From an optimization exercise on the open Yosys and OpenROAD flow, aimed at small area; shortcuts taken in it are not production practice. In this exercise RTL edits were held to simulation tests only and were not proved equivalent to the original. Power figures rest on the tool's default switching activity, not on a simulated workload.

**design/flow/flow/run.sh**
```bash
#!/bin/bash
# Standard synthesis, then inverters pushed through full adders (fixinv.py), then the standard
# layout with clock-tree dummy loads off and single-drive port buffers.
set -euo pipefail
R=orfs/results/${FLOW_PLATFORM}/hb_interp/base
export CTS_ARGS="-sink_clustering_enable -repair_clock_nets -dont_use_dummy_load ${EXTRA_CTS:-}"
export BUFFER_PORTS_ARGS="-buffer_cell sky130_fd_sc_hd__buf_1"
bash standard.sh synth > synth.log 2>&1
openroad -python -no_init -exit flow/fixinv.py "$R/1_synth.odb" "$R/1_synth.odb" > fixinv.log 2>&1
bash standard.sh finish > finish.log 2>&1
```
**design/flow/flow/fixinv.py**
```python
# Push inverters through full-adder cells: FA(~a,~b,~c) = ~FA(a,b,c).
# Chooses, for each full adder, whether to implement it on complemented signals so that as few
# inverters as possible remain, then rewires the netlist with at most one inverter per signal.
import odb, sys, random
src, dst = sys.argv[1], sys.argv[2]
db = odb.dbDatabase.create()
odb.read_db(db, src)
block = db.getChip().getBlock()
INVM = db.findMaster("sky130_fd_sc_hd__inv_1")

def is_inv(inst):
    n = inst.getMaster().getName()
    return n.startswith("sky130_fd_sc_hd__inv_") or n.startswith("sky130_fd_sc_hd__clkinv_")
def is_fa(inst):
    return inst.getMaster().getName().startswith("sky130_fd_sc_hd__fa_")
def sig_iterms(inst):
    return [it for it in inst.getITerms() if it.getNet() is not None and it.getNet().getSigType() == "SIGNAL"]
def driver(net):
    for it in net.getITerms():
        if it.isOutputSignal(): return it
    return None

# inverters we may remove: no port on either side
free_inv = []
for inst in block.getInsts():
    if not is_inv(inst): continue
    a = inst.findITerm("A").getNet(); y = inst.findITerm("Y").getNet()
    if a is None or y is None: continue
    if len(a.getBTerms()) or len(y.getBTerms()): continue
    free_inv.append(inst)
free_set = set(i.getName() for i in free_inv)

root_cache = {}
def root(net):
    k = net.getName()
    if k in root_cache: return root_cache[k]
    d = driver(net)
    if d is not None and d.getInst().getName() in free_set:
        r, p = root(d.getInst().findITerm("A").getNet())
        res = (r, p ^ 1)
    else:
        res = (net, 0)
    root_cache[k] = res
    return res

# consumers per root: list of (iterm or bterm, pol, fa_inst_name or None)
cons = {}
roots = {}
for net in block.getNets():
    if net.getSigType() != "SIGNAL": continue
    r, p = root(net)
    rk = r.getName(); roots[rk] = r
    lst = cons.setdefault(rk, [])
    for it in net.getITerms():
        if it.isOutputSignal(): continue
        inst = it.getInst()
        if inst.getName() in free_set: continue
        lst.append((it, p, inst.getName() if is_fa(inst) else None))
    for bt in net.getBTerms():
        if bt.getIoType() == "OUTPUT":
            lst.append((bt, p, None))

fas = [i for i in block.getInsts() if is_fa(i)]
fa_out_roots = {}   # fa name -> root names driven
drv_fa = {}         # root name -> fa name
for f in fas:
    for pin in ("SUM", "COUT"):
        n = f.findITerm(pin).getNet()
        if n is None: continue
        drv_fa[n.getName()] = f.getName()
fa_in_roots = {f.getName(): set() for f in fas}
for rk, lst in cons.items():
    for (it, p, fn) in lst:
        if fn is not None: fa_in_roots[fn].add(rk)
fa_touch = {}
for f in fas:
    fn = f.getName()
    s = set(fa_in_roots[fn])
    for pin in ("SUM", "COUT"):
        n = f.findITerm(pin).getNet()
        if n is not None: s.add(n.getName())
    fa_touch[fn] = s

flip = {f.getName(): 0 for f in fas}
def cost(rk):
    dp = flip[drv_fa[rk]] if rk in drv_fa else 0
    need = set()
    for (it, p, fn) in cons.get(rk, []):
        need.add(p ^ (flip[fn] if fn else 0))
    return 1 if any(q != dp for q in need) else 0

total = sum(cost(rk) for rk in cons)
print("inverters before:", len(free_inv), "signals needing one (no flips):", total)
import math
random.seed(1)
order = [f.getName() for f in fas]
best = (total, dict(flip)); cur = total
N = 60000
for step in range(N):
    T = 1.5 * (1 - step / N) + 0.02
    fn = random.choice(order)
    before = sum(cost(rk) for rk in fa_touch[fn])
    flip[fn] ^= 1
    after = sum(cost(rk) for rk in fa_touch[fn])
    d = after - before
    if d <= 0 or random.random() < math.exp(-d / T):
        cur += d
        if cur < best[0]: best = (cur, dict(flip))
    else:
        flip[fn] ^= 1
flip = best[1]
total = sum(cost(rk) for rk in cons)
print("signals needing an inverter after flips:", total, "flipped:", sum(flip.values()))

# rebuild
cnt = [0]
inv_net = {}
def get_inv(rk):
    if rk in inv_net: return inv_net[rk]
    cnt[0] += 1
    n = odb.dbNet_create(block, f"pinv_n{cnt[0]}")
    i = odb.dbInst_create(block, INVM, f"pinv_{cnt[0]}")
    i.findITerm("A").connect(roots[rk])
    i.findITerm("Y").connect(n)
    inv_net[rk] = n
    return n
moves = []
for rk, lst in cons.items():
    dp = flip[drv_fa[rk]] if rk in drv_fa else 0
    for (it, p, fn) in lst:
        q = p ^ (flip[fn] if fn else 0)
        moves.append((it, rk, q != dp))
for (it, rk, inv) in moves:
    target = get_inv(rk) if inv else roots[rk]
    if isinstance(it, odb.dbITerm):
        if it.getNet() is None or it.getNet().getName() != target.getName():
            it.disconnect(); it.connect(target)
    else:
        if it.getNet().getName() != target.getName():
            raise SystemExit("output port would need rewiring: " + it.getName())
for inst in free_inv:
    odb.dbInst_destroy(inst)
for net in list(block.getNets()):
    if net.getSigType() == "SIGNAL" and len(net.getITerms()) == 0 and len(net.getBTerms()) == 0:
        odb.dbNet_destroy(net)
print("inverters after:", cnt[0])
odb.write_db(db, dst)
```
**design/flow/standard.sh**
```bash
#!/bin/bash
# synth_recipe.tcl (not shown) runs the flow's synth.tcl, then flattens the netlist and writes it again
# the make line also repeats each setting of config.mk as NAME=value (left out here)
make -C /OpenROAD-flow-scripts/flow DESIGN_CONFIG=/design/flow/config.mk WORK_HOME=/design/flow/orfs CLKGATE_MAP_FILE= SYNTH_SCRIPT=/design/flow/synth_recipe.tcl "${@:-finish}"
```
**design/flow/config.mk**
```make
export PLATFORM = sky130hd
export DESIGN_NAME = hb_interp
export DESIGN_NICKNAME = hb_interp
export VERILOG_FILES = /design/flow/design.v
export SDC_FILE = /design/flow/constraint.sdc
export NUM_CORES = 4
export LEC_CHECK = 0
export CAP_MARGIN = 20
export CORE_MARGIN = 2
export CORE_UTILIZATION = 60
export SLEW_MARGIN = 20
```
**design/flow/constraint.sdc**
```tcl
create_clock -name core_clock -period 14.0 [get_ports {clk}]
set_input_delay 2.8000 -clock core_clock [delete_from_list [all_inputs] [get_ports {clk}]]
set_output_delay 2.8000 -clock core_clock [all_outputs]
set_load 0.01 [all_outputs]
```
**design/flow/design.v**
```verilog
module hb_interp #(
    parameter int WIDTH = 16
) (
    input  logic             clk,
    input  logic             rst,
    input  logic             bypass,
    input  logic             run,
    input  logic [8:0]       cpo,
    input  logic             stb_in,
    input  logic [WIDTH-1:0] data_in,
    output logic             stb_out,
    output logic [WIDTH-1:0] data_out,
    output logic             ovf
);
    logic [9:0]              s_q;
    logic [WIDTH-1:0]        dly_q [16];
    logic [4:0]              vcnt_q;
    logic [22:0]             acc_q;
    logic [1-1:0]           cr_q;
    logic [WIDTH-1:0]        fb0_q, fb1_q;
    logic                    c_pend_q;
    logic [8:0]              c_cnt_q;
    logic [1:0]              c_off_q;
    logic                    stb_out_q;
    logic [WIDTH-1:0]        data_out_q;
    logic                    ovf_q;
    logic [3:0] ph;
    logic slot_free_d, accept_d, drop_d, f_emit_d, c_emit_d;
    logic [15:0] vld;
    logic [3:0] lane [16];
    logic [4:0] r0, r1, r2, r3, r4, r5, r6, r7;
    logic [WIDTH-1:0] cval;
    logic [22:0] acc_d, res_v, res;
    logic [17:0] fv;
    logic [1-1:0] cr_d;
    logic [WIDTH-1:0] f_sat;
    logic [1:0] off_e;
    function automatic logic [WIDTH-1:0] pick4(input logic [WIDTH-1:0] a, b, c, d,
                                               input logic sa, sb, sc, sd);
        pick4 = ({WIDTH{sa}} & a) | ({WIDTH{sb}} & b) | ({WIDTH{sc}} & c) | ({WIDTH{sd}} & d);
    endfunction
    function automatic logic [4:0] add4(input logic [3:0] a, b);
        logic c;
        c = 1'b0;
        for (int i = 0; i < 4; i++) begin
            add4[i] = a[i] ^ b[i] ^ c;
            c = (a[i] & b[i]) | (a[i] & c) | (b[i] & c);
        end
        add4[4] = c;
    endfunction
    function automatic logic [22:0] add23(input logic [22:0] a, b);
        logic c;
        c = 1'b0;
        for (int i = 0; i < 23; i++) begin
            add23[i] = a[i] ^ b[i] ^ c;
            c = (a[i] & b[i]) | (a[i] & c) | (b[i] & c);
        end
    endfunction
    function automatic logic [15:0] thermo(input logic [3:0] n);
        case (n)
            4'd0: thermo = 16'h0000;
            4'd1: thermo = 16'h0001;
            4'd2: thermo = 16'h0003;
            4'd3: thermo = 16'h0007;
            4'd4: thermo = 16'h000f;
            4'd5: thermo = 16'h001f;
            4'd6: thermo = 16'h003f;
            4'd7: thermo = 16'h007f;
            4'd8: thermo = 16'h00ff;
            4'd9: thermo = 16'h01ff;
            4'd10: thermo = 16'h03ff;
            4'd11: thermo = 16'h07ff;
            4'd12: thermo = 16'h0fff;
            4'd13: thermo = 16'h1fff;
            4'd14: thermo = 16'h3fff;
            4'd15: thermo = 16'h7fff;
            default: thermo = 16'h0000;
        endcase
    endfunction
    function automatic logic [8:0] dec9(input logic [8:0] a);
        logic b;
        b = 1'b1;
        for (int i = 0; i < 9; i++) begin
            dec9[i] = a[i] ^ b;
            b = b & !a[i];
        end
    endfunction
    function automatic logic [4:0] inc5(input logic [4:0] a);
        logic c;
        c = 1'b1;
        for (int i = 0; i < 5; i++) begin
            inc5[i] = a[i] ^ c;
            c = c & a[i];
        end
    endfunction
    always_comb begin
        ph = s_q[3:0];
        vld = vcnt_q[4] ? 16'hffff : thermo(vcnt_q[3:0]);
        for (int i = 0; i < 16; i++) begin
            for (int b = 0; b < 3; b++) begin
                lane[i][b] = vld[i] & ((ph[0] & dly_q[i][b]) | (ph[1] & dly_q[i][4+b]) |
                                       (ph[2] & dly_q[i][8+b]) | (ph[3] & dly_q[i][12+b]));
            end
            lane[i][3] = (vld[i] & ((ph[0] & dly_q[i][3]) | (ph[1] & dly_q[i][7]) | (ph[2] & dly_q[i][11]))) |
                         (ph[3] & !(vld[i] & dly_q[i][15]));
        end
        r0 = add4(lane[0], lane[15]);
        r1 = add4(lane[1], lane[14]);
        r2 = add4(lane[2], lane[13]);
        r3 = add4(lane[3], lane[12]);
        r4 = add4(lane[4], lane[11]);
        r5 = add4(lane[5], lane[10]);
        r6 = add4(lane[6], lane[9]);
        r7 = add4(lane[7], lane[8]);
        res = add23(acc_q, res_v);
        fv  = {~res[22], res[21:5]};
        if (fv[17] != fv[16] || fv[16] != fv[15]) f_sat = fv[17] ? 16'h8000 : 16'h7fff;
        else                                      f_sat = fv[15:0];
        slot_free_d = !(s_q[0] | s_q[1] | s_q[2]);
        accept_d    = !bypass && run && stb_in && slot_free_d;
        drop_d      = !bypass && run && stb_in && !slot_free_d;
        f_emit_d    = run && s_q[9];
        c_emit_d    = run && c_pend_q && (c_cnt_q == 9'd1);
        off_e[0] = ^{s_q[5:0], accept_d};
        off_e[1] = (|{s_q[5:0], accept_d}) & !off_e[0];
        cval = pick4(dly_q[7], dly_q[8], dly_q[9], dly_q[10],
                     c_off_q == 2'd0 && vld[7], c_off_q == 2'd1 && vld[8],
                     c_off_q == 2'd2 && vld[9], c_off_q == 2'd3 && vld[10]);
    end
    logic bs0, bs1, bs2, bs3, bs4, bs5, bs6, bs7, bs8, bs9, bs10, bs11, bs12, bs13, bs14, bs15, bs16, bs17, bs18, bs19, bs20, bs21, bs22, kc5, kc6, kc8, kc12, kc13, kc16, kc18, kc20, kc21, s1, c1, s2, c2, s3, c3, s4, c4, s5, c5, s6, c6, s7, c7, s8, c8, s9, c9, s10, c10, s11, c11, s12, c12, s13, c13, s14, c14, s15, c15, s16, c16, s17, c17, s18, c18, s19, c19, s20, c20, s21, c21, s22, c22, s23, c23, s24, c24, s25, c25, s26, c26, s27, c27, s28, c28, s29, c29, s30, c30, s31, c31, s32, c32, s33, c33, s34, c34, s35, c35, s36, c36, s37, c37, s38, c38, s39, c39, s40, c40, s41, c41, s42, c42, s43, c43, s44, c44, s45, c45, s46, c46, s47, c47, s48, c48, s49, c49, s50, c50, s51, c51, s52, c52, s53, c53, s54, c54, s55, c55, s56, c56, s57, c57, s58, c58, s59, c59, s60, c60, s61, c61, s62, c62, s63, c63, s64, c64, s65, c65, s66, c66, s67, c67, s68, c68, s69, c69, s70, c70, s71, c71, s72, c72, s73, c73, s74, c74, s75, c75, s76, c76, s77, c77, s78, c78, s79, c79, s80, c80, s81, c81, s82, c82, s83, c83, s84, c84, s85, c85, s86, c86, s87, c87, s88, c88, s89, c89, s90, c90, s91, c91, s92, c92, s93, c93, s94, c94, s95, c95, s96, c96, s97, c97, s98, c98, s99, c99, s100, c100, s101, c101, s102, c102, s103, c103, s104, c104, s105, c105, s106, c106, s107, c107, s108, c108, s109, c109, s110, c110, s111, c111, s112, c112, s113, c113, s114, c114, s115, c115, s116, c116, s117, c117, s118, c118, s119, c119, s120, c120, s121, c121, s122, c122, s123, c123, s124, c124, s125, c125, s126, c126, s127, c127, s128, c128, s129, c129, s130, c130, s131, c131, s132, c132, s133, c133, s134, c134, s135, c135, s136, c136, s137, c137, s138, c138, s139, c139, s140, c140, s141, c141, s142, c142, s143, c143, s144, c144, s145, c145, s146, c146, s147, c147, s148, c148, s149, c149, s150, c150, s151, c151, s152, c152, s153, c153, s154, c154, s155, c155, s156, c156, s157, c157, s158, c158, s159, c159, s160, c160, s161, c161, s162, c162, s163, c163, s164, c164, s165, c165, s166, c166, s167, c167, s168, c168, s169, c169, s170, c170, s171, c171, s172, c172, s173, c173, s174, c174, s175, c175, s176, c176, s177, c177, s178, c178, s179, c179, s180, c180, s181, c181, s182, c182, s183, c183, s184, c184, s185, c185, s186, c186, s187, c187, s188, c188, s189, c189, s190, c190, s191, c191, s192, c192, s193, c193, s194, c194, s195, c195, s196, c196, s197, c197, s198, c198, s199, c199, s200, c200, s201, c201, s202, c202, s203, c203, s204, c204, s205, c205, s206, c206, s207, c207, s208, c208, s209, c209, s210, c210, s211, c211, s212, c212, s213, c213, s214, c214, s215, c215;
    assign bs0 = ph[0] ? 1'b0 : acc_q[4];
    assign bs1 = ph[0] ? 1'b0 : acc_q[5];
    assign bs2 = ph[0] ? 1'b0 : acc_q[6];
    assign bs3 = ph[0] ? 1'b0 : acc_q[7];
    assign bs4 = ph[0] ? 1'b0 : acc_q[8];
    assign bs5 = ph[0] ? 1'b1 : acc_q[9];
    assign kc5 = !ph[0];
    assign bs6 = ph[0] ? 1'b1 : acc_q[10];
    assign kc6 = !ph[0] & !ph[3];
    assign bs7 = ph[0] ? 1'b0 : acc_q[11];
    assign bs8 = ph[0] ? 1'b0 : acc_q[12];
    assign kc8 = ph[3];
    assign bs9 = ph[0] ? 1'b0 : acc_q[13];
    assign bs10 = ph[0] ? 1'b0 : acc_q[14];
    assign bs11 = ph[0] ? 1'b0 : acc_q[15];
    assign bs12 = ph[0] ? 1'b1 : acc_q[16];
    assign kc12 = !ph[0];
    assign bs13 = ph[0] ? 1'b1 : acc_q[17];
    assign kc13 = !ph[0];
    assign bs14 = ph[0] ? 1'b0 : acc_q[18];
    assign bs15 = ph[0] ? 1'b0 : acc_q[19];
    assign bs16 = ph[0] ? 1'b1 : acc_q[20];
    assign kc16 = !ph[0];
    assign bs17 = ph[0] ? 1'b0 : acc_q[21];
    assign bs18 = ph[0] ? 1'b0 : acc_q[22];
    assign kc18 = !ph[0];
    assign bs19 = ph[0] & 1'b1;
    assign bs20 = ph[0] & 1'b0;
    assign kc20 = ph[3];
    assign bs21 = ph[0] & 1'b1;
    assign kc21 = !ph[0] & !ph[3];
    assign bs22 = ph[0] & 1'b0;
    assign s1 = r0[3] ^ r0[1];
    assign c1 = r0[3] & r0[1];
    assign s2 = r0[4] ^ r0[2] ^ r0[0];
    assign c2 = (r0[4] & r0[2]) | (r0[4] & r0[0]) | (r0[2] & r0[0]);
    assign s3 = r1[4] ^ ~r1[2] ^ r2[4];
    assign c3 = (r1[4] & ~r1[2]) | (r1[4] & r2[4]) | (~r1[2] & r2[4]);
    assign s4 = r2[1] ^ ~r3[4];
    assign c4 = r2[1] & ~r3[4];
    assign s5 = r0[3] ^ r0[1] ^ ~r1[3];
    assign c5 = (r0[3] & r0[1]) | (r0[3] & ~r1[3]) | (r0[1] & ~r1[3]);
    assign s6 = r0[4] ^ r0[2] ^ ~r1[4];
    assign c6 = (r0[4] & r0[2]) | (r0[4] & ~r1[4]) | (r0[2] & ~r1[4]);
    assign s7 = r0[3] ^ ~r0[0];
    assign c7 = r0[3] & ~r0[0];
    assign s8 = r0[4] ^ ~r0[1] ^ ~r1[2];
    assign c8 = (r0[4] & ~r0[1]) | (r0[4] & ~r1[2]) | (~r0[1] & ~r1[2]);
    assign s9 = r0[2] ^ r0[0] ^ r1[2];
    assign c9 = (r0[2] & r0[0]) | (r0[2] & r1[2]) | (r0[0] & r1[2]);
    assign s10 = ~r1[0] ^ r2[2];
    assign c10 = ~r1[0] & r2[2];
    assign s11 = s1 ^ r1[3] ^ ~r1[1];
    assign c11 = (s1 & r1[3]) | (s1 & ~r1[1]) | (r1[3] & ~r1[1]);
    assign s12 = r2[3] ^ r2[0] ^ ~r3[3];
    assign c12 = (r2[3] & r2[0]) | (r2[3] & ~r3[3]) | (r2[0] & ~r3[3]);
    assign s13 = r4[3] ^ r4[1] ^ r5[3];
    assign c13 = (r4[3] & r4[1]) | (r4[3] & r5[3]) | (r4[1] & r5[3]);
    assign s14 = c1 ^ s2 ^ s3;
    assign c14 = (c1 & s2) | (c1 & s3) | (s2 & s3);
    assign s15 = s4 ^ r3[0] ^ r4[4];
    assign c15 = (s4 & r3[0]) | (s4 & r4[4]) | (r3[0] & r4[4]);
    assign s16 = r4[2] ^ r5[4] ^ ~r5[0];
    assign c16 = (r4[2] & r5[4]) | (r4[2] & ~r5[0]) | (r5[4] & ~r5[0]);
    assign s17 = ~r6[3] ^ ~r7[4];
    assign c17 = ~r6[3] & ~r7[4];
    assign s18 = c2 ^ c3 ^ c4;
    assign c18 = (c2 & c3) | (c2 & c4) | (c3 & c4);
    assign s19 = s5 ^ r2[2] ^ r3[1];
    assign c19 = (s5 & r2[2]) | (s5 & r3[1]) | (r2[2] & r3[1]);
    assign s20 = r4[3] ^ r4[0] ^ ~r5[1];
    assign c20 = (r4[3] & r4[0]) | (r4[3] & ~r5[1]) | (r4[0] & ~r5[1]);
    assign s21 = ~r6[4] ^ ~r7[2] ^ bs5;
    assign c21 = (~r6[4] & ~r7[2]) | (~r6[4] & bs5) | (~r7[2] & bs5);
    assign s22 = c5 ^ s6 ^ ~r1[0];
    assign c22 = (c5 & s6) | (c5 & ~r1[0]) | (s6 & ~r1[0]);
    assign s23 = r2[3] ^ r3[2] ^ r4[4];
    assign c23 = (r2[3] & r3[2]) | (r2[3] & r4[4]) | (r3[2] & r4[4]);
    assign s24 = r4[1] ^ ~r5[2] ^ ~r5[0];
    assign c24 = (r4[1] & ~r5[2]) | (r4[1] & ~r5[0]) | (~r5[2] & ~r5[0]);
    assign s25 = ~r7[3] ^ ~r7[0] ^ bs6;
    assign c25 = (~r7[3] & ~r7[0]) | (~r7[3] & bs6) | (~r7[0] & bs6);
    assign s26 = c6 ^ s7 ^ ~r1[1];
    assign c26 = (c6 & s7) | (c6 & ~r1[1]) | (s7 & ~r1[1]);
    assign s27 = r2[4] ^ r3[3] ^ ~r3[0];
    assign c27 = (r2[4] & r3[3]) | (r2[4] & ~r3[0]) | (r3[3] & ~r3[0]);
    assign s28 = r4[2] ^ ~r5[3] ^ ~r5[1];
    assign c28 = (r4[2] & ~r5[3]) | (r4[2] & ~r5[1]) | (~r5[3] & ~r5[1]);
    assign s29 = ~r6[0] ^ ~r7[4] ^ ~r7[1];
    assign c29 = (~r6[0] & ~r7[4]) | (~r6[0] & ~r7[1]) | (~r7[4] & ~r7[1]);
    assign s30 = c7 ^ s8 ^ ~r2[0];
    assign c30 = (c7 & s8) | (c7 & ~r2[0]) | (s8 & ~r2[0]);
    assign s31 = r3[4] ^ ~r3[1] ^ r4[3];
    assign c31 = (r3[4] & ~r3[1]) | (r3[4] & r4[3]) | (~r3[1] & r4[3]);
    assign s32 = ~r5[4] ^ ~r5[2] ^ ~r5[0];
    assign c32 = (~r5[4] & ~r5[2]) | (~r5[4] & ~r5[0]) | (~r5[2] & ~r5[0]);
    assign s33 = ~r6[1] ^ ~r7[2] ^ bs8;
    assign c33 = (~r6[1] & ~r7[2]) | (~r6[1] & bs8) | (~r7[2] & bs8);
    assign s34 = c8 ^ ~r0[2] ^ ~r1[3];
    assign c34 = (c8 & ~r0[2]) | (c8 & ~r1[3]) | (~r0[2] & ~r1[3]);
    assign s35 = r1[0] ^ ~r2[1] ^ ~r3[2];
    assign c35 = (r1[0] & ~r2[1]) | (r1[0] & ~r3[2]) | (~r2[1] & ~r3[2]);
    assign s36 = r4[4] ^ ~r5[3] ^ ~r5[1];
    assign c36 = (r4[4] & ~r5[3]) | (r4[4] & ~r5[1]) | (~r5[3] & ~r5[1]);
    assign s37 = ~r6[2] ^ ~r7[3] ^ r7[0];
    assign c37 = (~r6[2] & ~r7[3]) | (~r6[2] & r7[0]) | (~r7[3] & r7[0]);
    assign s38 = ~r0[3] ^ ~r1[4] ^ r1[1];
    assign c38 = (~r0[3] & ~r1[4]) | (~r0[3] & r1[1]) | (~r1[4] & r1[1]);
    assign s39 = ~r2[2] ^ ~r2[0] ^ ~r3[3];
    assign c39 = (~r2[2] & ~r2[0]) | (~r2[2] & ~r3[3]) | (~r2[0] & ~r3[3]);
    assign s40 = ~r3[0] ^ ~r5[4] ^ ~r5[2];
    assign c40 = (~r3[0] & ~r5[4]) | (~r3[0] & ~r5[2]) | (~r5[4] & ~r5[2]);
    assign s41 = ~r6[3] ^ ~r7[4] ^ r7[1];
    assign c41 = (~r6[3] & ~r7[4]) | (~r6[3] & r7[1]) | (~r7[4] & r7[1]);
    assign s42 = ~r0[4] ^ r1[2] ^ ~r2[3];
    assign c42 = (~r0[4] & r1[2]) | (~r0[4] & ~r2[3]) | (r1[2] & ~r2[3]);
    assign s43 = ~r2[1] ^ ~r3[4] ^ ~r3[1];
    assign c43 = (~r2[1] & ~r3[4]) | (~r2[1] & ~r3[1]) | (~r3[4] & ~r3[1]);
    assign s44 = r4[0] ^ ~r5[3] ^ ~r6[4];
    assign c44 = (r4[0] & ~r5[3]) | (r4[0] & ~r6[4]) | (~r5[3] & ~r6[4]);
    assign s45 = r1[3] ^ ~r2[4] ^ ~r2[2];
    assign c45 = (r1[3] & ~r2[4]) | (r1[3] & ~r2[2]) | (~r2[4] & ~r2[2]);
    assign s46 = ~r3[2] ^ r3[0] ^ r4[1];
    assign c46 = (~r3[2] & r3[0]) | (~r3[2] & r4[1]) | (r3[0] & r4[1]);
    assign s47 = ~r5[4] ^ ~r5[0];
    assign c47 = ~r5[4] & ~r5[0];
    assign s48 = r1[4] ^ ~r2[3] ^ ~r3[3];
    assign c48 = (r1[4] & ~r2[3]) | (r1[4] & ~r3[3]) | (~r2[3] & ~r3[3]);
    assign s49 = r3[1] ^ r4[2] ^ ~r4[0];
    assign c49 = (r3[1] & r4[2]) | (r3[1] & ~r4[0]) | (r4[2] & ~r4[0]);
    assign s50 = ~r5[1] ^ r6[0];
    assign c50 = ~r5[1] & r6[0];
    assign s51 = ~r2[4] ^ ~r3[4] ^ r3[2];
    assign c51 = (~r2[4] & ~r3[4]) | (~r2[4] & r3[2]) | (~r3[4] & r3[2]);
    assign s52 = r4[3] ^ ~r4[1] ^ ~r5[2];
    assign c52 = (r4[3] & ~r4[1]) | (r4[3] & ~r5[2]) | (~r4[1] & ~r5[2]);
    assign s53 = r3[3] ^ r4[4] ^ ~r4[2];
    assign c53 = (r3[3] & r4[4]) | (r3[3] & ~r4[2]) | (r4[4] & ~r4[2]);
    assign s54 = r3[4] ^ ~r4[3] ^ ~r5[4];
    assign c54 = (r3[4] & ~r4[3]) | (r3[4] & ~r5[4]) | (~r4[3] & ~r5[4]);
    assign s55 = r0[0] ^ r1[0] ^ r2[0];
    assign c55 = (r0[0] & r1[0]) | (r0[0] & r2[0]) | (r1[0] & r2[0]);
    assign s56 = r0[1] ^ r1[1] ^ r2[1];
    assign c56 = (r0[1] & r1[1]) | (r0[1] & r2[1]) | (r1[1] & r2[1]);
    assign s57 = ~r3[1] ^ r4[1] ^ r5[1];
    assign c57 = (~r3[1] & r4[1]) | (~r3[1] & r5[1]) | (r4[1] & r5[1]);
    assign s58 = s9 ^ s10 ^ ~r3[2];
    assign c58 = (s9 & s10) | (s9 & ~r3[2]) | (s10 & ~r3[2]);
    assign s59 = r4[2] ^ r4[0] ^ r5[2];
    assign c59 = (r4[2] & r4[0]) | (r4[2] & r5[2]) | (r4[0] & r5[2]);
    assign s60 = ~r6[1] ^ ~r7[2];
    assign c60 = ~r6[1] & ~r7[2];
    assign s61 = c9 ^ c10 ^ s11;
    assign c61 = (c9 & c10) | (c9 & s11) | (c10 & s11);
    assign s62 = s12 ^ s13 ^ ~r6[2];
    assign c62 = (s12 & s13) | (s12 & ~r6[2]) | (s13 & ~r6[2]);
    assign s63 = ~r7[3] ^ ~r7[0] ^ bs3;
    assign c63 = (~r7[3] & ~r7[0]) | (~r7[3] & bs3) | (~r7[0] & bs3);
    assign s64 = c11 ^ c12 ^ c13;
    assign c64 = (c11 & c12) | (c11 & c13) | (c12 & c13);
    assign s65 = s14 ^ s15 ^ s16;
    assign c65 = (s14 & s15) | (s14 & s16) | (s15 & s16);
    assign s66 = s17 ^ ~r7[1] ^ bs4;
    assign c66 = (s17 & ~r7[1]) | (s17 & bs4) | (~r7[1] & bs4);
    assign s67 = c14 ^ c15 ^ c16;
    assign c67 = (c14 & c15) | (c14 & c16) | (c15 & c16);
    assign s68 = c17 ^ s18 ^ s19;
    assign c68 = (c17 & s18) | (c17 & s19) | (s18 & s19);
    assign s69 = s20 ^ s21 ^ kc5;
    assign c69 = (s20 & s21) | (s20 & kc5) | (s21 & kc5);
    assign s70 = c18 ^ c19 ^ c20;
    assign c70 = (c18 & c19) | (c18 & c20) | (c19 & c20);
    assign s71 = c21 ^ s22 ^ s23;
    assign c71 = (c21 & s22) | (c21 & s23) | (s22 & s23);
    assign s72 = s24 ^ s25 ^ kc6;
    assign c72 = (s24 & s25) | (s24 & kc6) | (s25 & kc6);
    assign s73 = c22 ^ c23 ^ c24;
    assign c73 = (c22 & c23) | (c22 & c24) | (c23 & c24);
    assign s74 = c25 ^ s26 ^ s27;
    assign c74 = (c25 & s26) | (c25 & s27) | (s26 & s27);
    assign s75 = s28 ^ s29 ^ bs7;
    assign c75 = (s28 & s29) | (s28 & bs7) | (s29 & bs7);
    assign s76 = c26 ^ c27 ^ c28;
    assign c76 = (c26 & c27) | (c26 & c28) | (c27 & c28);
    assign s77 = c29 ^ s30 ^ s31;
    assign c77 = (c29 & s30) | (c29 & s31) | (s30 & s31);
    assign s78 = s32 ^ s33 ^ kc8;
    assign c78 = (s32 & s33) | (s32 & kc8) | (s33 & kc8);
    assign s79 = c30 ^ c31 ^ c32;
    assign c79 = (c30 & c31) | (c30 & c32) | (c31 & c32);
    assign s80 = c33 ^ s34 ^ s35;
    assign c80 = (c33 & s34) | (c33 & s35) | (s34 & s35);
    assign s81 = s36 ^ s37 ^ bs9;
    assign c81 = (s36 & s37) | (s36 & bs9) | (s37 & bs9);
    assign s82 = c34 ^ c35 ^ c36;
    assign c82 = (c34 & c35) | (c34 & c36) | (c35 & c36);
    assign s83 = c37 ^ s38 ^ s39;
    assign c83 = (c37 & s38) | (c37 & s39) | (s38 & s39);
    assign s84 = s40 ^ s41 ^ bs10;
    assign c84 = (s40 & s41) | (s40 & bs10) | (s41 & bs10);
    assign s85 = c38 ^ c39 ^ c40;
    assign c85 = (c38 & c39) | (c38 & c40) | (c39 & c40);
    assign s86 = c41 ^ s42 ^ s43;
    assign c86 = (c41 & s42) | (c41 & s43) | (s42 & s43);
    assign s87 = s44 ^ r7[2] ^ bs11;
    assign c87 = (s44 & r7[2]) | (s44 & bs11) | (r7[2] & bs11);
    assign s88 = c42 ^ c43 ^ c44;
    assign c88 = (c42 & c43) | (c42 & c44) | (c43 & c44);
    assign s89 = s45 ^ s46 ^ s47;
    assign c89 = (s45 & s46) | (s45 & s47) | (s46 & s47);
    assign s90 = r7[3] ^ bs12 ^ kc12;
    assign c90 = (r7[3] & bs12) | (r7[3] & kc12) | (bs12 & kc12);
    assign s91 = c45 ^ c46 ^ c47;
    assign c91 = (c45 & c46) | (c45 & c47) | (c46 & c47);
    assign s92 = s48 ^ s49 ^ s50;
    assign c92 = (s48 & s49) | (s48 & s50) | (s49 & s50);
    assign s93 = r7[4] ^ bs13 ^ kc13;
    assign c93 = (r7[4] & bs13) | (r7[4] & kc13) | (bs13 & kc13);
    assign s94 = c48 ^ c49 ^ c50;
    assign c94 = (c48 & c49) | (c48 & c50) | (c49 & c50);
    assign s95 = s51 ^ s52 ^ r5[0];
    assign c95 = (s51 & s52) | (s51 & r5[0]) | (s52 & r5[0]);
    assign s96 = r6[1] ^ r7[0] ^ bs14;
    assign c96 = (r6[1] & r7[0]) | (r6[1] & bs14) | (r7[0] & bs14);
    assign s97 = c51 ^ c52 ^ s53;
    assign c97 = (c51 & c52) | (c51 & s53) | (c52 & s53);
    assign s98 = ~r5[3] ^ r5[1] ^ r6[2];
    assign c98 = (~r5[3] & r5[1]) | (~r5[3] & r6[2]) | (r5[1] & r6[2]);
    assign s99 = ~r6[0] ^ r7[1] ^ bs15;
    assign c99 = (~r6[0] & r7[1]) | (~r6[0] & bs15) | (r7[1] & bs15);
    assign s100 = c53 ^ s54 ^ r5[2];
    assign c100 = (c53 & s54) | (c53 & r5[2]) | (s54 & r5[2]);
    assign s101 = r6[3] ^ ~r6[1] ^ r7[2];
    assign c101 = (r6[3] & ~r6[1]) | (r6[3] & r7[2]) | (~r6[1] & r7[2]);
    assign s102 = r7[0] ^ bs16 ^ kc16;
    assign c102 = (r7[0] & bs16) | (r7[0] & kc16) | (bs16 & kc16);
    assign s103 = c54 ^ ~r4[4] ^ r5[3];
    assign c103 = (c54 & ~r4[4]) | (c54 & r5[3]) | (~r4[4] & r5[3]);
    assign s104 = r6[4] ^ ~r6[2] ^ r7[3];
    assign c104 = (r6[4] & ~r6[2]) | (r6[4] & r7[3]) | (~r6[2] & r7[3]);
    assign s105 = r7[1] ^ bs17;
    assign c105 = r7[1] & bs17;
    assign s106 = r5[4] ^ ~r6[3] ^ r7[4];
    assign c106 = (r5[4] & ~r6[3]) | (r5[4] & r7[4]) | (~r6[3] & r7[4]);
    assign s107 = r7[2] ^ bs18;
    assign c107 = r7[2] & bs18;
    assign s108 = s55 ^ ~r3[0] ^ r4[0];
    assign c108 = (s55 & ~r3[0]) | (s55 & r4[0]) | (~r3[0] & r4[0]);
    assign s109 = c55 ^ s56 ^ s57;
    assign c109 = (c55 & s56) | (c55 & s57) | (s56 & s57);
    assign s110 = ~r6[0] ^ ~r7[1];
    assign c110 = ~r6[0] & ~r7[1];
    assign s111 = c56 ^ c57 ^ s58;
    assign c111 = (c56 & c57) | (c56 & s58) | (c57 & s58);
    assign s112 = s59 ^ s60 ^ bs2;
    assign c112 = (s59 & s60) | (s59 & bs2) | (s60 & bs2);
    assign s113 = c58 ^ c59 ^ c60;
    assign c113 = (c58 & c59) | (c58 & c60) | (c59 & c60);
    assign s114 = s61 ^ s62 ^ s63;
    assign c114 = (s61 & s62) | (s61 & s63) | (s62 & s63);
    assign s115 = c61 ^ c62 ^ c63;
    assign c115 = (c61 & c62) | (c61 & c63) | (c62 & c63);
    assign s116 = s64 ^ s65 ^ s66;
    assign c116 = (s64 & s65) | (s64 & s66) | (s65 & s66);
    assign s117 = c64 ^ c65 ^ c66;
    assign c117 = (c64 & c65) | (c64 & c66) | (c65 & c66);
    assign s118 = s67 ^ s68 ^ s69;
    assign c118 = (s67 & s68) | (s67 & s69) | (s68 & s69);
    assign s119 = c67 ^ c68 ^ c69;
    assign c119 = (c67 & c68) | (c67 & c69) | (c68 & c69);
    assign s120 = s70 ^ s71 ^ s72;
    assign c120 = (s70 & s71) | (s70 & s72) | (s71 & s72);
    assign s121 = c70 ^ c71 ^ c72;
    assign c121 = (c70 & c71) | (c70 & c72) | (c71 & c72);
    assign s122 = s73 ^ s74 ^ s75;
    assign c122 = (s73 & s74) | (s73 & s75) | (s74 & s75);
    assign s123 = c73 ^ c74 ^ c75;
    assign c123 = (c73 & c74) | (c73 & c75) | (c74 & c75);
    assign s124 = s76 ^ s77 ^ s78;
    assign c124 = (s76 & s77) | (s76 & s78) | (s77 & s78);
    assign s125 = c76 ^ c77 ^ c78;
    assign c125 = (c76 & c77) | (c76 & c78) | (c77 & c78);
    assign s126 = s79 ^ s80 ^ s81;
    assign c126 = (s79 & s80) | (s79 & s81) | (s80 & s81);
    assign s127 = c79 ^ c80 ^ c81;
    assign c127 = (c79 & c80) | (c79 & c81) | (c80 & c81);
    assign s128 = s82 ^ s83 ^ s84;
    assign c128 = (s82 & s83) | (s82 & s84) | (s83 & s84);
    assign s129 = c82 ^ c83 ^ c84;
    assign c129 = (c82 & c83) | (c82 & c84) | (c83 & c84);
    assign s130 = s85 ^ s86 ^ s87;
    assign c130 = (s85 & s86) | (s85 & s87) | (s86 & s87);
    assign s131 = c85 ^ c86 ^ c87;
    assign c131 = (c85 & c86) | (c85 & c87) | (c86 & c87);
    assign s132 = s88 ^ s89 ^ s90;
    assign c132 = (s88 & s89) | (s88 & s90) | (s89 & s90);
    assign s133 = c88 ^ c89 ^ c90;
    assign c133 = (c88 & c89) | (c88 & c90) | (c89 & c90);
    assign s134 = s91 ^ s92 ^ s93;
    assign c134 = (s91 & s92) | (s91 & s93) | (s92 & s93);
    assign s135 = c91 ^ c92 ^ c93;
    assign c135 = (c91 & c92) | (c91 & c93) | (c92 & c93);
    assign s136 = s94 ^ s95 ^ s96;
    assign c136 = (s94 & s95) | (s94 & s96) | (s95 & s96);
    assign s137 = c94 ^ c95 ^ c96;
    assign c137 = (c94 & c95) | (c94 & c96) | (c95 & c96);
    assign s138 = s97 ^ s98 ^ s99;
    assign c138 = (s97 & s98) | (s97 & s99) | (s98 & s99);
    assign s139 = c97 ^ c98 ^ c99;
    assign c139 = (c97 & c98) | (c97 & c99) | (c98 & c99);
    assign s140 = s100 ^ s101 ^ s102;
    assign c140 = (s100 & s101) | (s100 & s102) | (s101 & s102);
    assign s141 = c100 ^ c101 ^ c102;
    assign c141 = (c100 & c101) | (c100 & c102) | (c101 & c102);
    assign s142 = s103 ^ s104 ^ s105;
    assign c142 = (s103 & s104) | (s103 & s105) | (s104 & s105);
    assign s143 = c103 ^ c104 ^ c105;
    assign c143 = (c103 & c104) | (c103 & c105) | (c104 & c105);
    assign s144 = s106 ^ s107 ^ kc18;
    assign c144 = (s106 & s107) | (s106 & kc18) | (s107 & kc18);
    assign s145 = c106 ^ c107 ^ ~r6[4];
    assign c145 = (c106 & c107) | (c106 & ~r6[4]) | (c107 & ~r6[4]);
    assign s146 = r7[3] ^ bs19;
    assign c146 = r7[3] & bs19;
    assign s147 = r7[4] ^ bs20;
    assign c147 = r7[4] & bs20;
    assign s148 = s108 ^ r5[0];
    assign c148 = s108 & r5[0];
    assign s149 = c108 ^ s109 ^ s110;
    assign c149 = (c108 & s109) | (c108 & s110) | (s109 & s110);
    assign s150 = c109 ^ c110 ^ s111;
    assign c150 = (c109 & c110) | (c109 & s111) | (c110 & s111);
    assign s151 = c111 ^ c112 ^ s113;
    assign c151 = (c111 & c112) | (c111 & s113) | (c112 & s113);
    assign s152 = c113 ^ c114 ^ s115;
    assign c152 = (c113 & c114) | (c113 & s115) | (c114 & s115);
    assign s153 = c115 ^ c116 ^ s117;
    assign c153 = (c115 & c116) | (c115 & s117) | (c116 & s117);
    assign s154 = c117 ^ c118 ^ s119;
    assign c154 = (c117 & c118) | (c117 & s119) | (c118 & s119);
    assign s155 = c119 ^ c120 ^ s121;
    assign c155 = (c119 & c120) | (c119 & s121) | (c120 & s121);
    assign s156 = c121 ^ c122 ^ s123;
    assign c156 = (c121 & c122) | (c121 & s123) | (c122 & s123);
    assign s157 = c123 ^ c124 ^ s125;
    assign c157 = (c123 & c124) | (c123 & s125) | (c124 & s125);
    assign s158 = c125 ^ c126 ^ s127;
    assign c158 = (c125 & c126) | (c125 & s127) | (c126 & s127);
    assign s159 = c127 ^ c128 ^ s129;
    assign c159 = (c127 & c128) | (c127 & s129) | (c128 & s129);
    assign s160 = c129 ^ c130 ^ s131;
    assign c160 = (c129 & c130) | (c129 & s131) | (c130 & s131);
    assign s161 = c131 ^ c132 ^ s133;
    assign c161 = (c131 & c132) | (c131 & s133) | (c132 & s133);
    assign s162 = c133 ^ c134 ^ s135;
    assign c162 = (c133 & c134) | (c133 & s135) | (c134 & s135);
    assign s163 = c135 ^ c136 ^ s137;
    assign c163 = (c135 & c136) | (c135 & s137) | (c136 & s137);
    assign s164 = c137 ^ c138 ^ s139;
    assign c164 = (c137 & c138) | (c137 & s139) | (c138 & s139);
    assign s165 = c139 ^ c140 ^ s141;
    assign c165 = (c139 & c140) | (c139 & s141) | (c140 & s141);
    assign s166 = c141 ^ c142 ^ s143;
    assign c166 = (c141 & c142) | (c141 & s143) | (c142 & s143);
    assign s167 = c143 ^ c144 ^ s145;
    assign c167 = (c143 & c144) | (c143 & s145) | (c144 & s145);
    assign s168 = c145 ^ c146 ^ s147;
    assign c168 = (c145 & c146) | (c145 & s147) | (c146 & s147);
    assign s169 = c147 ^ bs21;
    assign c169 = c147 & bs21;
    assign s170 = s148 ^ ~r7[0];
    assign c170 = s148 & ~r7[0];
    assign s171 = c148 ^ s149 ^ bs1;
    assign c171 = (c148 & s149) | (c148 & bs1) | (s149 & bs1);
    assign s172 = c149 ^ s150 ^ s112;
    assign c172 = (c149 & s150) | (c149 & s112) | (s150 & s112);
    assign s173 = c150 ^ s151 ^ s114;
    assign c173 = (c150 & s151) | (c150 & s114) | (s151 & s114);
    assign s174 = c151 ^ s152 ^ s116;
    assign c174 = (c151 & s152) | (c151 & s116) | (s152 & s116);
    assign s175 = c152 ^ s153 ^ s118;
    assign c175 = (c152 & s153) | (c152 & s118) | (s153 & s118);
    assign s176 = c153 ^ s154 ^ s120;
    assign c176 = (c153 & s154) | (c153 & s120) | (s154 & s120);
    assign s177 = c154 ^ s155 ^ s122;
    assign c177 = (c154 & s155) | (c154 & s122) | (s155 & s122);
    assign s178 = c155 ^ s156 ^ s124;
    assign c178 = (c155 & s156) | (c155 & s124) | (s156 & s124);
    assign s179 = c156 ^ s157 ^ s126;
    assign c179 = (c156 & s157) | (c156 & s126) | (s157 & s126);
    assign s180 = c157 ^ s158 ^ s128;
    assign c180 = (c157 & s158) | (c157 & s128) | (s158 & s128);
    assign s181 = c158 ^ s159 ^ s130;
    assign c181 = (c158 & s159) | (c158 & s130) | (s159 & s130);
    assign s182 = c159 ^ s160 ^ s132;
    assign c182 = (c159 & s160) | (c159 & s132) | (s160 & s132);
    assign s183 = c160 ^ s161 ^ s134;
    assign c183 = (c160 & s161) | (c160 & s134) | (s161 & s134);
    assign s184 = c161 ^ s162 ^ s136;
    assign c184 = (c161 & s162) | (c161 & s136) | (s162 & s136);
    assign s185 = c162 ^ s163 ^ s138;
    assign c185 = (c162 & s163) | (c162 & s138) | (s163 & s138);
    assign s186 = c163 ^ s164 ^ s140;
    assign c186 = (c163 & s164) | (c163 & s140) | (s164 & s140);
    assign s187 = c164 ^ s165 ^ s142;
    assign c187 = (c164 & s165) | (c164 & s142) | (s165 & s142);
    assign s188 = c165 ^ s166 ^ s144;
    assign c188 = (c165 & s166) | (c165 & s144) | (s166 & s144);
    assign s189 = c166 ^ s167 ^ s146;
    assign c189 = (c166 & s167) | (c166 & s146) | (s167 & s146);
    assign s190 = c167 ^ s168 ^ kc20;
    assign c190 = (c167 & s168) | (c167 & kc20) | (s168 & kc20);
    assign s191 = c168 ^ s169 ^ kc21;
    assign c191 = (c168 & s169) | (c168 & kc21) | (s169 & kc21);
    assign s192 = c169 ^ bs22;
    assign c192 = c169 & bs22;
    assign s193 = s170 ^ bs0;
    assign c193 = s170 & bs0;
    assign s194 = c170 ^ s171 ^ c193;
    assign c194 = (c170 & s171) | (c170 & c193) | (s171 & c193);
    assign s195 = c171 ^ s172 ^ c194;
    assign c195 = (c171 & s172) | (c171 & c194) | (s172 & c194);
    assign s196 = c172 ^ s173 ^ c195;
    assign c196 = (c172 & s173) | (c172 & c195) | (s173 & c195);
    assign s197 = c173 ^ s174 ^ c196;
    assign c197 = (c173 & s174) | (c173 & c196) | (s174 & c196);
    assign s198 = c174 ^ s175 ^ c197;
    assign c198 = (c174 & s175) | (c174 & c197) | (s175 & c197);
    assign s199 = c175 ^ s176 ^ c198;
    assign c199 = (c175 & s176) | (c175 & c198) | (s176 & c198);
    assign s200 = c176 ^ s177 ^ c199;
    assign c200 = (c176 & s177) | (c176 & c199) | (s177 & c199);
    assign s201 = c177 ^ s178 ^ c200;
    assign c201 = (c177 & s178) | (c177 & c200) | (s178 & c200);
    assign s202 = c178 ^ s179 ^ c201;
    assign c202 = (c178 & s179) | (c178 & c201) | (s179 & c201);
    assign s203 = c179 ^ s180 ^ c202;
    assign c203 = (c179 & s180) | (c179 & c202) | (s180 & c202);
    assign s204 = c180 ^ s181 ^ c203;
    assign c204 = (c180 & s181) | (c180 & c203) | (s181 & c203);
    assign s205 = c181 ^ s182 ^ c204;
    assign c205 = (c181 & s182) | (c181 & c204) | (s182 & c204);
    assign s206 = c182 ^ s183 ^ c205;
    assign c206 = (c182 & s183) | (c182 & c205) | (s183 & c205);
    assign s207 = c183 ^ s184 ^ c206;
    assign c207 = (c183 & s184) | (c183 & c206) | (s184 & c206);
    assign s208 = c184 ^ s185 ^ c207;
    assign c208 = (c184 & s185) | (c184 & c207) | (s185 & c207);
    assign s209 = c185 ^ s186 ^ c208;
    assign c209 = (c185 & s186) | (c185 & c208) | (s186 & c208);
    assign s210 = c186 ^ s187 ^ c209;
    assign c210 = (c186 & s187) | (c186 & c209) | (s187 & c209);
    assign s211 = c187 ^ s188 ^ c210;
    assign c211 = (c187 & s188) | (c187 & c210) | (s188 & c210);
    assign s212 = c188 ^ s189 ^ c211;
    assign c212 = (c188 & s189) | (c188 & c211) | (s189 & c211);
    assign s213 = c189 ^ s190 ^ c212;
    assign c213 = (c189 & s190) | (c189 & c212) | (s190 & c212);
    assign s214 = c190 ^ s191 ^ c213;
    assign c214 = (c190 & s191) | (c190 & c213) | (s191 & c213);
    assign s215 = c191 ^ s192 ^ c214;
    assign c215 = (c191 & s192) | (c191 & c214) | (s192 & c214);
    assign acc_d = {s215, s214, s213, s212, s211, s210, s209, s208, s207, s206, s205, s204, s203, s202, s201, s200, s199, s198, s197, s196, s195, s194, s193};
    assign cr_d = 1'b0;
    assign res_v = {1'b0, 1'b0, 1'b0, 1'b0, 1'b0, 1'b0, 1'b0, 1'b0, 1'b0, 1'b0, 1'b0, 1'b0, 1'b0, 1'b0, 1'b0, 1'b0, 1'b0, 1'b0, 1'b0, 1'b0, 1'b0, 1'b0, 1'b0};
    always_ff @(posedge clk) begin
        if (accept_d) begin
            for (int i = 15; i > 0; i--) dly_q[i] <= dly_q[i-1];
            dly_q[0] <= data_in;
        end
        acc_q <= acc_d;
        cr_q  <= cr_d;
        if (s_q[4]) begin
            fb1_q <= fb0_q;
            fb0_q <= f_sat;
        end
        if (f_emit_d) begin
            c_cnt_q <= cpo;
            c_off_q <= off_e;
        end else begin
            c_cnt_q <= dec9(c_cnt_q);
            c_off_q <= {c_off_q[1] ^ (c_off_q[0] & accept_d), c_off_q[0] ^ accept_d};
        end
        if (rst) begin
            s_q        <= '0;
            vcnt_q     <= '0;
            c_pend_q   <= 1'b0;
            stb_out_q  <= 1'b0;
            data_out_q <= '0;
            ovf_q      <= 1'b0;
        end else begin
            s_q <= {s_q[8:0] & {9{run}}, accept_d};
            if (accept_d && !vcnt_q[4]) vcnt_q <= inc5(vcnt_q);
            if (!run)            c_pend_q <= 1'b0;
            else if (f_emit_d)   c_pend_q <= 1'b1;
            else if (c_emit_d)   c_pend_q <= 1'b0;
            if (drop_d || (f_emit_d && c_pend_q)) ovf_q <= 1'b1;
            if (bypass) begin
                stb_out_q <= stb_in;
                if (stb_in) data_out_q <= data_in;
            end else begin
                stb_out_q <= f_emit_d || c_emit_d;
                if (f_emit_d)      data_out_q <= s_q[5] ? fb1_q : fb0_q;
                else if (c_emit_d) data_out_q <= cval;
            end
        end
    end
    assign stb_out  = stb_out_q;
    assign data_out = data_out_q;
    assign ovf      = ovf_q;
endmodule
```
==> impl_metrics.tcl, run 1 <==
set metrics [dict create \
    worst-path-buf-inv 2 \
    layout.cells.non_filler 1866 \
    numCtsBuffers 40 \
    worstPathArrival_ps 13670 \
    status "timing/DRC/antenna clean" \
    finalSetupViolCount 0 \
    core_area_um2 32300 \
    cts_tree "built" \
    end_kind "flop" \
    fin_util_pct 65.8 \
    setup_slack_ps 758 \
    num_vias 11900 \
    path_clk_slew_ps 60 \
    cp_slowest_stage_delay_ps 730 \
    antenna_found_initial 1 \
    start_util_pct 60.5 \
    dpl_cell_area_um2 20200 \
    period_needed_ps 13240 \
    switching_share_pct 28.8 \
    nets 1709 \
    ir_worst_vdd_mv 0.179 \
    cts_buffer_depth 3 \
    cts_hold_buf 0 \
    die_y_um 184 \
    combPwrFrac_pct 24.6 \
    critical_path.top_delay_family "adder cells" \
    dieArea_um2 34000 \
    rows 66 \
    wirelength_um 52400 \
    syn_area_um2 19500 \
    cts_setup_buffers 0 \
    die_x_um 184 \
    dp_slack_ps 760 \
    maxSlewViolCount 0 \
    grt.overflow.total 0 \
    grt_pass1_vias 12100 \
    r2r_setup_slack_ps 760 \
    final_area_um2 21200 \
    io_buffers 47 \
    ant_nets 0 \
    clkPwrFrac_pct 30.4 \
    gp_congestion 0.960 \
    drc 0 \
    syn_area_per_cell_um2 14.1 \
    finalCritPeriodShare_pct 94.6 \
    seqPwrFrac_pct 44.9 \
    htreeDepth 2 \
    power.switching_uw 841 \
    cts.root.buffer_cell "clkbuf_16" \
    critical_path_required_ps 14430 \
    clk_latency_ps 560 \
    hold_viol_final 0 \
    power.leakage_nw 7.33 \
    hpwl_um 39700 \
    fin_skew_ps 61.1 \
    ctsResizeCount 0 \
    slowest_stage "dfxtp_2" \
    slew_headroom_pct 20.1 \
    area_growth_pct 8.68 \
    grt_pass1_wl_um 78100 \
    synth_nets 1667 \
    grt_max_degree 195 \
    tns_ps 0 \
    crit_path_max_fanout 25 \
    clock.fmax_mhz 75.5 \
    rsz0062_at_grt "no" \
    cp-start-kind "flop" \
    drt-initial-drc-count 1392 \
    dr.pass1.iters 6 \
    power.internal_mw 2.08 \
    syn_inst 1383 \
    drt-vias-per-instance 6.36 \
    cap_violations 0 \
    worstMarginPinSlew_ps 1200 \
    drive_above_1_share_pct 6.18 \
    timing.critical_path.mode_cell "fa_1" \
    yosysWarnings 3 \
    wl_per_cell_um 28.1 \
    power_density_nw_per_um2 138 \
    cts.sinks 367 \
    critPathKind "reg -> reg" \
    grt.total_usage_pct 32.3 \
    pin_count 48 \
    dp.cells 1825 \
    hp-class "reg -> reg" \
]
## area by class of cell
cell class	instances	area [um^2]
Clock buffer	40	1000
Multi-Input combinational cell	815	8560
Sequential cell	367	10200
Inverter	125	469
Antenna cell	1	2.50
Timing Repair Buffer	76	419
Fill cell	2399	11000
Tap cell	442	553
## power by group through the flow
| stage | clock network [mW] | registers, mW | logic [mW] |
|---|---|---|---|
| 2_1_floorplan | 0 | 1.31 | 0.533 |
| 3_3_place_gp | 0 | 1.34 | 0.710 |
| 3_5_place_dp | 0 | 1.34 | 0.712 |
| 4_1_cts | 0.902 | 1.32 | 0.735 |
| 5_1_grt | 0.937 | 1.32 | 0.855 |
| 6_report | 0.890 | 1.31 | 0.721 |
## worst reg2reg max path: cells and delay by family, from the launching register on
family,cells,cell delay [ps]
compound gates,2,580
flops,1,730
fa+ha+maj,28,11520
xor+xnor,1,130
buf+inv,2,140
## routing by layer
layer / vias up / global-route usage [%] / wire length [um]
li1: 5086 / - / -
met1: 6120 / 46.4 / 21600
met2: 554 / 51.1 / 25100
met3: 106 / 5.30 / 3910
met4: 0 / 10.3 / 1740
met5: - / 0 / 0
## cell usage in the layout, fill, tap and decap left out, types with 3 or more instances in the layout
master	count
buf_4	27
o311ai_0	10
o21ai_0	64
or2_2	5
nor2_1	34
a21oi_1	34
inv_1	125
a22oi_1	92
and2_1	9
nor2b_1	11
nor3_1	4
a22o_1	4
dfxtp_2	3
nand4_1	17
dfxtp_1	75
edfxtp_1	288
o21ai_1	4
a222oi_1	16
buf_1	47
xor2_1	3
clkbuf_16	40
nand2b_1	19
nand2_1	55
mux2i_1	17
nand3_1	5
o211ai_1	33
nor3b_1	33
o21bai_1	3
o311a_1	3
ha_1	40
o311ai_1	7
fa_1	214
xnor2_1	4
a21o_1	29
o32ai_1	16
## sequential cells by signal (all words and copies together), names as in the netlist, named ones only
name,count
c_off_q,2
c_cnt_q,9
c_pend_q,1
stb_out_q,1
dly_q,256
fb1_q,16
fb0_q,16
s_q,10
ovf_q,1
data_out_q,16
acc_q,19
vcnt_q,5
## metrics by stage
| step | hold slack (ps) | power (mW) |
|---|---|---|
| finish | 402 | 2.93 |
| global route | 423 | 3.11 |
| CTS | 407 | 2.95 |
| detailed placement | 416 | 2.05 |
| global placement | 409 | 2.05 |
| floorplan | 406 | 1.84 |
## final timing paths
kind	endpoint	depth (start not counted)	from
worst min register to register	dly_q[3][6]	0	dly_q[2][6]
worst max-delay path	acc_q[22]	33	s_q[1]
worst min-delay path	dly_q[3][6]	0	dly_q[2][6]
worst max register to register	acc_q[22]	33	s_q[1]
==> inputs of run 2 (changes only) <==
==> design/flow/flow/run.sh (replaced) <==
#!/bin/bash
# Standard synthesis, then inverters pushed through full adders (fixinv.py), then the standard
# layout with clock-tree dummy loads off and single-drive port buffers.
set -euo pipefail
R=orfs/results/${FLOW_PLATFORM}/hb_interp/base
export CTS_ARGS="-sink_clustering_enable -repair_clock_nets -dont_use_dummy_load -buf_list sky130_fd_sc_hd__clkbuf_16 -sink_clustering_size 30 -sink_clustering_max_diameter 150"
export BUFFER_PORTS_ARGS="-buffer_cell sky130_fd_sc_hd__buf_1"
bash standard.sh synth > synth.log 2>&1
openroad -python -no_init -exit flow/fixinv.py "$R/1_synth.odb" "$R/1_synth.odb" > fixinv.log 2>&1
bash standard.sh finish > finish.log 2>&1
--- a/design/flow/config.mk
+++ b/design/flow/config.mk
@@ -7,5 +7,5 @@
 export LEC_CHECK = 0
 export CAP_MARGIN = 20
 export CORE_MARGIN = 2
-export CORE_UTILIZATION = 60
+export CORE_UTILIZATION = 70
 export SLEW_MARGIN = 20
==> run 2 against run 1 <==
  * Non-clock buffer count is 2 lower
  * Critical endpoint unchanged
  * Sequential share of layout area is 1.7 points higher
  * Cell count is 4.9% lower
  * Total power is 12% lower
  * Highest routed layer unchanged
  * Critical path depth stayed put
==> impl_metrics.tcl, run 2 <==
set metrics [dict create \
    critical_path_required_ps 14420 \
    top_regs "dly_q x256, acc_q x19" \
    cap_violations 0 \
    startpoint "s_q[3]" \
    status "timing/DRC/antenna clean" \
    cts_hold_buf 0 \
    cts.sinks 367 \
    cts.root.buffer_cell "clkbuf_16" \
    drc 0 \
    finalCritPeriodShare_pct 94.3 \
    slew_headroom_pct 24.9 \
    grt.overflow.total 0 \
    path_clk_slew_ps 120 \
    cts_setup_buffers 0 \
    worstPathArrival_ps 13620 \
    cp-start-kind "flop" \
    clock.fmax_mhz 75.7 \
    rsz0062_at_grt "no" \
    r2r_setup_slack_ps 800 \
    area_growth_pct 5.00 \
    ir_worst_vdd_mv 0.188 \
    wl_per_cell_um 28.6 \
    timing.critical_path.mode_cell "fa_1" \
    ff2ff_path_depth 33 \
    nets 1683 \
    ctsResizeCount 0 \
    drive_above_1_share_pct 4.44 \
    syn_area_um2 19500 \
    grt_pass1_wl_um 76300 \
    synth_nets 1667 \
    cts_tree "built" \
    ant_nets 0 \
    dieArea_um2 29300 \
    clkPwrFrac_pct 20.2 \
    power.leakage_nw 7.02 \
    die_x_um 171 \
    fin_skew_ps 45.9 \
    top_register "dly_q" \
    io_buffers 47 \
    diodes 0 \
    seqPwrFrac_pct 50.7 \
    numCtsBuffers 16 \
    drt-vias-per-instance 6.76 \
    crit_path_max_fanout 25 \
    drt-initial-drc-count 1896 \
    maxSlewViolCount 0 \
    core_area_um2 27600 \
    hpwl_um 39200 \
    end_kind "flop" \
    power.switching_uw 785 \
    syn_inst 1383 \
    num-fill-cells 1804 \
    power.internal_mw 1.80 \
    yosysWarnings 3 \
    finalSetupViolCount 0 \
    die_y_um 171 \
    p_total_mw 2.59 \
    final_common_cell "edfxtp_1" \
    largest_register_ff_count 256 \
    wirelength_um 50800 \
    gp_congestion 0.975 \
    grt.total_usage_pct 36.5 \
    hold_viol_final 0 \
    critPathKind "reg -> reg" \
    switching_share_pct 30.3 \
    hp-class "reg -> reg" \
    antenna_found_initial 0 \
    clk_latency_ps 530 \
    htreeDepth 1 \
    slowest_stage "dfxtp_2" \
    endpoint "acc_q[22]" \
    pin_count 48 \
    dr.pass1.iters 7 \
    grt_pass1_vias 12100 \
    r2r-end "acc_q[22]" \
    grt_max_degree 97 \
    syn_area_per_cell_um2 14.1 \
    rows 61 \
    start_util_pct 70.7 \
    worstMarginPinSlew_ps 1110 \
    tns_ps 0 \
    cts_buffer_depth 3 \
    rr_startpoint "s_q[3]" \
    num_vias 12000 \
    power_density_nw_per_um2 126 \
    cp_slowest_stage_delay_ps 710 \
    final_cell_mix "edfxtp_1 (288), fa_1 (214), inv_1 (125)" \
    combPwrFrac_pct 29.1 \
    period_needed_ps 13200 \
]
[run 2: how the worst min path moves through the flow]
stage                       start             to  depth (start not counted)
floorplan                  s_q[6]         s_q[7]                          1
global placement           s_q[7]         s_q[8]                          1
detailed placement         s_q[7]         s_q[8]                          1
CTS                 dly_q[11][15]  dly_q[12][15]                          0
global route         dly_q[0][14]   dly_q[1][14]                          0
finish              dly_q[11][15]  dly_q[12][15]                          0
[run 2: layout make-up]
type	count	area [um^2]	area share (%)
multi-input combinational	815	8560	41.7
sequential	367	10200	49.9
inverter	125	469	2.29
timing repair buffer	74	383	1.87
clock buffer	16	400	1.95
tap	378	473	2.30
[run 2: metrics by stage]
step / worst slack (ps) / cell area, um^2 / hold slack, ps / instances / util [%]
floorplan: 1240 / 19500 / 406 / 1383 / -
global placement: 1000 / 20100 / 408 / 1759 / 72.8
detailed placement: 803 / 20100 / 411 / 1759 / 72.8
CTS: 820 / 20500 / 426 / 1775 / 74.2
global route: 373 / 20500 / 434 / 1775 / 74.3
finish: 798 / 20500 / 411 / 1775 / 74.3
[run 2: critical path, delay by kind of cell, from the launching register on]
kind | cells | cell delay [ps]
AOI/OAI and AO/OA | 2 | 450
xor gates and xnor gates | 1 | 140
DFF | 1 | 710
buffers and inverters | 2 | 150
adders and majority gates | 28 | 11630
[run 2: layer usage]
metal / vias to the layer above / share of wire, % / global-route usage, %
li1: 5030 / - / -
met3: 127 / 8.8 / 5.14
met5: - / 0 / 0
met2: 701 / 48 / 58.0
met4: 0 / 4.9 / 14.7
met1: 6142 / 38 / 52.0
[run 2: power by group through the flow]
stage,combinational [mW],clock (mW),sequential (mW)
detailed placement,0.742,0,1.34
finish,0.753,0.523,1.31
CTS,0.754,0.526,1.31
global route,0.849,0.556,1.31
floorplan,0.533,0,1.31
global placement,0.702,0,1.33

[port drivers added, routing unchanged]
Ports are ideal in the flow. The routed layouts listed here were re-timed in OpenROAD. Step 1: set_driving_cell puts a clkbuf_16 on clk and a buf_2 on each other input, an assumption about the parent block. Step 2 also shifts input and output timing later by t, the mid clock arrival at the registers, as if the neighbouring blocks saw the same clock. Slacks: no drivers / after step 1 / after step 2; pairs: no drivers / after step 1.
run	shift t [ns]	setup slack, ns	hold slack, ns	worst setup path at the end	pins driven straight from the clock port
run 1	0.584	0.758 / 0.758 / 0.758	0.402 / 0.402 / 0.402	register to register	1
run 2	0.557	0.798 / 0.798 / 0.798	0.411 / 0.411 / 0.411	register to register	1
After both steps setup and hold are still met in every run listed.
